Context: an optimization exercise on an open-source flow, tuned for small area, a short achievable clock period and few clock cycles per item. The choices shown serve that exercise and are no tape-out recipe.
RTL that was checked went through simulation tests only; none was proved equivalent to the original.
No activity file was given, so power comes from the tool's default toggle rates.

Design cpu6502_load_store_core, start of the top module:
module cpu6502_load_store_core (
  input  wire           clk_i,
  input  wire           rst_ni,
  input  wire           in_valid_i,
  output logic          in_ready_o,
  input  wire  [1:0]    in_kind_i,
  input  wire  [7:0]    in_read_data_i,
  output logic          out_valid_o,
  input  wire           out_ready_i,
  output logic [15:0]   out_bus_address_o,
  output logic          out_bus_write_o,
  output logic [7:0]    out_write_data_o,
  output logic          out_at_boundary_o,
  output logic [3:0]    out_cycle_count_o,
  output logic          out_illegal_opcode_o,
  output logic [7:0]    out_reg_a_o,
  output logic [7:0]    out_reg_x_o,
  output logic [7:0]    out_reg_y_o,
  output logic [7:0]    out_reg_sp_o,
  output logic [7:0]    out_reg_status_o,
  output logic [15:0]   out_reg_pc_o
);
Size in the first run: about 920 cells after synthesis, roughly 8400 um^2 of cells after synthesis.
clock: 5.0 ns
lec_check: 0
cap_margin: 20
core_margin: 2
core_utilization: 40
cts_buf_list: sky130_fd_sc_hd__clkbuf_8 sky130_fd_sc_hd__clkbuf_4
cts_cluster_diameter: 100
cts_cluster_size: 40
place_density: 0.6
setup_slack_margin: 2.5
slew_margin: 20
tns_end_percent: 0
standard.sh (not shown) runs the stock make flow with config.mk's settings and CLKGATE_MAP_FILE= SYNTH_SCRIPT=/design/flow/synth_recipe.tcl, a recipe that flattens the netlist after the stock synthesis.
==> flow/flow/run.sh <==
#!/bin/bash
# The standard layout (the standard.sh, all steps), with the input and output port
# buffers made of plain buffers instead of the delay cells buffer_ports picks by default.
# Every tool's output goes to standard.log in this folder.
set -o pipefail
export BUFFER_PORTS_ARGS="-buffer_cell sky130_fd_sc_hd__buf_1"
bash standard.sh > standard.log 2>&1
Then changed:
--- a/flow/design.v
+++ b/flow/design.v
@@ -155,13 +155,12 @@
   endfunction
   function automatic logic [15:0] sel16(input logic s, input logic [15:0] v);
     sel16 = v & {16{s}};
   endfunction
   logic sp_step, p_nz, p_pl, pc_v, pc_2, pc_1, pc_h;
   logic a_h, x_h, y_h, sp_h, p_h;
-  logic drop_v, drop_o;
   logic s_rv, s_pp, s_vl, s_hi, s_sp0, s_sp1, s_pc1, s_zp, s_pl, s_pc;
   logic w_h, w_ph, w_pl, w_pi, w_a, w_p, w_st;
   always_comb begin
     sp_step = f_pul || e_pch || e_pcl || e_pps || (e_dat && o_push);
     p_nz = wnz;
     p_pl = e_dat && o_plp;
@@ -212,21 +211,19 @@
     s_sp0 = take_int || f_push;
     s_sp1 = f_pul || e_pch || e_pcl;
     s_pc1 = (e_fet && !s_pha && !s_php && !s_pul) || o_ab;
     s_zp  = e_opr && !o_abs;
     s_pl  = e_plo;
     s_pc  = e_dat;
-    drop_v = drop && ph_q[VLO];
-    drop_o = drop && !ph_q[VLO];
-    ah_d  = sel8(s_rv || s_pp || s_vl || drop_v, 8'hFF) | sel8(s_hi, hsum) | sel8(s_sp0 || s_sp1, 8'h01) |
-            sel8(s_pc1, pc1[15:8]) | sel8(s_pc, pc_q[15:8]) | sel8(drop_o, ah_q);
-    al_d  = sel8(s_rv, 8'hFC) | sel8(s_pp || drop_v, {5'b11111, vec_q, 1'b0}) |
+    ah_d  = sel8(s_rv || s_pp || s_vl, 8'hFF) | sel8(s_hi, hsum) | sel8(s_sp0 || s_sp1, 8'h01) |
+            sel8(s_pc1, pc1[15:8]) | sel8(s_pc, pc_q[15:8]) | sel8(drop, ah_q);
+    al_d  = sel8(s_rv, 8'hFC) | sel8(s_pp, {5'b11111, vec_q, 1'b0}) |
             sel8(s_vl, {5'b11111, vec_q, 1'b1}) | sel8(s_hi, tmp_q) | sel8(s_sp0, sp_q) |
             sel8(s_sp1, spn) | sel8(s_pc1, pc1[7:0]) | sel8(s_zp, bsum[7:0]) |
-            sel8(s_pl, al1) | sel8(s_pc, pc_q[7:0]) | sel8(drop_o, al_q);
-    w_h  = drop_o;
+            sel8(s_pl, al1) | sel8(s_pc, pc_q[7:0]) | sel8(drop, al_q);
+    w_h  = drop;
     w_ph = take_int;
     w_pl = e_pch;
     w_pi = e_pcl;
     w_a  = e_fet && s_pha;
     w_p  = e_fet && s_php;
     w_st = st_go;
@@ -241,26 +238,27 @@
   end
   always_ff @(posedge clk_i or negedge rst_ni) begin
     if (!rst_ni) begin
       ov_q <= 1'b0;
       pc_q <= 16'h0000; a_q <= 8'h00; x_q <= 8'h00; y_q <= 8'h00; sp_q <= SpReset;
       p_q <= 8'h00; ph_q <= 11'd1 << VLO; vec_q <= V_RST;
+      ah_q <= 8'hFF; al_q <= 8'hFC; wr_q <= 1'b0; wd_q <= 8'h00;
     end else begin
       if (adv) begin
         pc_q <= pc_d; a_q <= a_d; x_q <= x_d; y_q <= y_d; sp_q <= sp_d; p_q <= p_d;
         ph_q <= ph_d; vec_q <= vec_d;
+        ah_q <= ah_d; al_q <= al_d; wr_q <= wr_d; wd_q <= wd_d;
         ov_q <= 1'b1;
       end else if (out_ready_i) begin
         ov_q <= 1'b0;
       end
     end
   end
   always_ff @(posedge clk_i) begin
     if (adv) begin
       if (e_fet) op_q <= d;
-      ah_q <= ah_d; al_q <= al_d; wr_q <= wr_d; wd_q <= wd_d;
       tmp_q <= tmp_d; c_q <= c_d; sx_q <= sx_d; sy_q <= sy_d;
       bnd_q <= bnd_d; cyc_q <= cyc_d; ill_q <= ill_d;
     end
   end
   assign out_valid_o          = ov_q;
   assign out_bus_address_o    = {ah_q, al_q};
Outcome:
- cell area climbs slightly
- sequential power hardly moves
- area after synthesis grows slightly
- worst setup slack improved by 0.090 ns
- via count rises slightly
- total power rises by a few percent
- count of clock-buffer cells in the layout is lower by 1
Testbench counts after the change, summed over its fixed seeds: cycles 32,008, beats 32,000.
No functional check of the RTL was part of the first run of this note.

RTL: one of the versions met above, not the one the previous note started from.
For scale: roughly 120 flip-flops, roughly 8500 µm² of cells after synthesis.
Settings: LEC_CHECK=0, CAP_MARGIN=20, CORE_MARGIN=2, CORE_UTILIZATION=50, CTS_BUF_LIST=sky130_fd_sc_hd__clkbuf_8 sky130_fd_sc_hd__clkbuf_4, CTS_CLUSTER_DIAMETER=100, CTS_CLUSTER_SIZE=40, PLACE_DENSITY=0.65, SETUP_SLACK_MARGIN=2.5, SLEW_MARGIN=20, TNS_END_PERCENT=0; clock period 5.0 ns.
Scripts as last shown in full above: flow/flow/run.sh
The first run ran to the end with no violations.
Testbench counts at the start, summed over its fixed seeds: cycles 32,008, beats 32,000.
Change:
--- a/flow/design.v
+++ b/flow/design.v
@@ -151,20 +151,21 @@
     sel8 = v & {8{s}};
   endfunction
   function automatic logic [3:0] sel4(input logic s, input logic [3:0] v);
     sel4 = v & {4{s}};
   endfunction
   function automatic logic [15:0] sel16(input logic s, input logic [15:0] v);
     sel16 = v & {16{s}};
   endfunction
   logic sp_step, p_nz, p_pl, pc_v, pc_2, pc_1, pc_h;
   logic a_h, x_h, y_h, sp_h, p_h;
+  logic drop_v, drop_o;
   logic s_rv, s_pp, s_vl, s_hi, s_sp0, s_sp1, s_pc1, s_zp, s_pl, s_pc;
   logic w_h, w_ph, w_pl, w_pi, w_a, w_p, w_st;
   always_comb begin
     sp_step = f_pul || e_pch || e_pcl || e_pps || (e_dat && o_push);
     p_nz = wnz;
     p_pl = e_dat && o_plp;
     a_h  = !k_rst && !wa;
     x_h  = !k_rst && !wx;
     y_h  = !k_rst && !wy;
     sp_h = !k_rst && !wsp && !sp_step;
@@ -207,62 +208,63 @@
     s_rv  = k_rst;
     s_pp  = e_pps;
     s_vl  = e_vlo;
     s_hi  = e_vhi || e_ahi || e_phi;
     s_sp0 = take_int || f_push;
     s_sp1 = f_pul || e_pch || e_pcl;
     s_pc1 = (e_fet && !s_pha && !s_php && !s_pul) || o_ab;
     s_zp  = e_opr && !o_abs;
     s_pl  = e_plo;
     s_pc  = e_dat;
-    ah_d  = sel8(s_rv || s_pp || s_vl, 8'hFF) | sel8(s_hi, hsum) | sel8(s_sp0 || s_sp1, 8'h01) |
-            sel8(s_pc1, pc1[15:8]) | sel8(s_pc, pc_q[15:8]) | sel8(drop, ah_q);
-    al_d  = sel8(s_rv, 8'hFC) | sel8(s_pp, {5'b11111, vec_q, 1'b0}) |
+    drop_v = drop && ph_q[VLO];
+    drop_o = drop && !ph_q[VLO];
+    ah_d  = sel8(s_rv || s_pp || s_vl || drop_v, 8'hFF) | sel8(s_hi, hsum) | sel8(s_sp0 || s_sp1, 8'h01) |
+            sel8(s_pc1, pc1[15:8]) | sel8(s_pc, pc_q[15:8]) | sel8(drop_o, ah_q);
+    al_d  = sel8(s_rv, 8'hFC) | sel8(s_pp || drop_v, {5'b11111, vec_q, 1'b0}) |
             sel8(s_vl, {5'b11111, vec_q, 1'b1}) | sel8(s_hi, tmp_q) | sel8(s_sp0, sp_q) |
             sel8(s_sp1, spn) | sel8(s_pc1, pc1[7:0]) | sel8(s_zp, bsum[7:0]) |
-            sel8(s_pl, al1) | sel8(s_pc, pc_q[7:0]) | sel8(drop, al_q);
-    w_h  = drop;
+            sel8(s_pl, al1) | sel8(s_pc, pc_q[7:0]) | sel8(drop_o, al_q);
+    w_h  = drop_o;
     w_ph = take_int;
     w_pl = e_pch;
     w_pi = e_pcl;
     w_a  = e_fet && s_pha;
     w_p  = e_fet && s_php;
     w_st = st_go;
     wr_d = (w_h && wr_q) || w_ph || w_pl || w_pi || w_a || w_p || w_st;
     wd_d = sel8(w_h, wd_q) | sel8(w_ph, pc_q[15:8]) | sel8(w_pl, pc_q[7:0]) | sel8(w_pi, p_int) |
            sel8(w_a || (w_st && op_q[0]), a_q) | sel8(w_p, p_q) |
            sel8(w_st && op_q[1], x_q) | sel8(w_st && !op_q[0] && !op_q[1], y_q);
     bnd_d = e_vhi || e_dat || f_ill || f_imp;
     ill_d = f_ill;
     cyc_d = sel4(e_vhi, (vec_q == V_IRQ) ? 4'd7 : 4'd8) | sel4(f_ill || f_imp, 4'd2) |
             sel4(e_dat, o_cyc);
   end
   always_ff @(posedge clk_i or negedge rst_ni) begin
     if (!rst_ni) begin
       ov_q <= 1'b0;
       pc_q <= 16'h0000; a_q <= 8'h00; x_q <= 8'h00; y_q <= 8'h00; sp_q <= SpReset;
       p_q <= 8'h00; ph_q <= 11'd1 << VLO; vec_q <= V_RST;
-      ah_q <= 8'hFF; al_q <= 8'hFC; wr_q <= 1'b0; wd_q <= 8'h00;
     end else begin
       if (adv) begin
         pc_q <= pc_d; a_q <= a_d; x_q <= x_d; y_q <= y_d; sp_q <= sp_d; p_q <= p_d;
         ph_q <= ph_d; vec_q <= vec_d;
-        ah_q <= ah_d; al_q <= al_d; wr_q <= wr_d; wd_q <= wd_d;
         ov_q <= 1'b1;
       end else if (out_ready_i) begin
         ov_q <= 1'b0;
       end
     end
   end
   always_ff @(posedge clk_i) begin
     if (adv) begin
       if (e_fet) op_q <= d;
+      ah_q <= ah_d; al_q <= al_d; wr_q <= wr_d; wd_q <= wd_d;
       tmp_q <= tmp_d; c_q <= c_d; sx_q <= sx_d; sy_q <= sy_d;
       bnd_q <= bnd_d; cyc_q <= cyc_d; ill_q <= ill_d;
     end
   end
   assign out_valid_o          = ov_q;
   assign out_bus_address_o    = {ah_q, al_q};
   assign out_bus_write_o      = wr_q;
   assign out_write_data_o     = wd_q;
   assign out_at_boundary_o    = bnd_q;
   assign out_cycle_count_o    = cyc_q;
- The new run went through all stages and came out clean
- area after synthesis went down by 1.6%
- global-route usage fell by 2.1 points
- register-to-register slack is worse by 40 ps
- sequential share of layout area climbs by 1.5 points
- via count shrinks by 1.2%
- wire length is lower by 4.2%
- setup slack degrades by 10 ps
- synthesized cell count drops by 4.6%
For the second run of this note, only the layout was checked, not whether the RTL still works.

[separate check: timing with driven ports]
How much do the figures lean on ideal ports? The routed layouts below were timed once more, with nothing changed but the port constraints. Step 1 assumes that a clkbuf_16 drives the clock port and a buf_2 every other input. Step 2 adds t to the input delays and takes it off the output delays; t is the mean of the earliest and latest rising clock arrival at the registers after step 1. Input paths then give back, and output paths get back, about the clock's delay inside the block. Three values: no drivers, after step 1, after step 2; two values: the first two.
run	t, ns	setup slack, ns	hold WS [ns]	slew at the worst register clock pin (ns)
the first run of note 1	0.506	2.279 / 2.299 / 1.793	0.464 / 0.444 / 0.545	0.09 / 0.09
the second run of note 1	0.501	2.369 / 2.389 / 1.888	0.470 / 0.470 / 0.470	0.09 / 0.09
the first run of note 2	0.506	2.411 / 2.413 / 1.907	0.460 / 0.460 / 0.460	0.08 / 0.08
the second run of note 2	0.508	2.401 / 2.413 / 1.910	0.545 / 0.537 / 0.545	0.09 / 0.09
After both steps setup and hold are still met in every run listed. The setup slack of the first run of note 2, which loses most, moves by +0.002 ns with the drivers and by -0.504 ns with both steps.
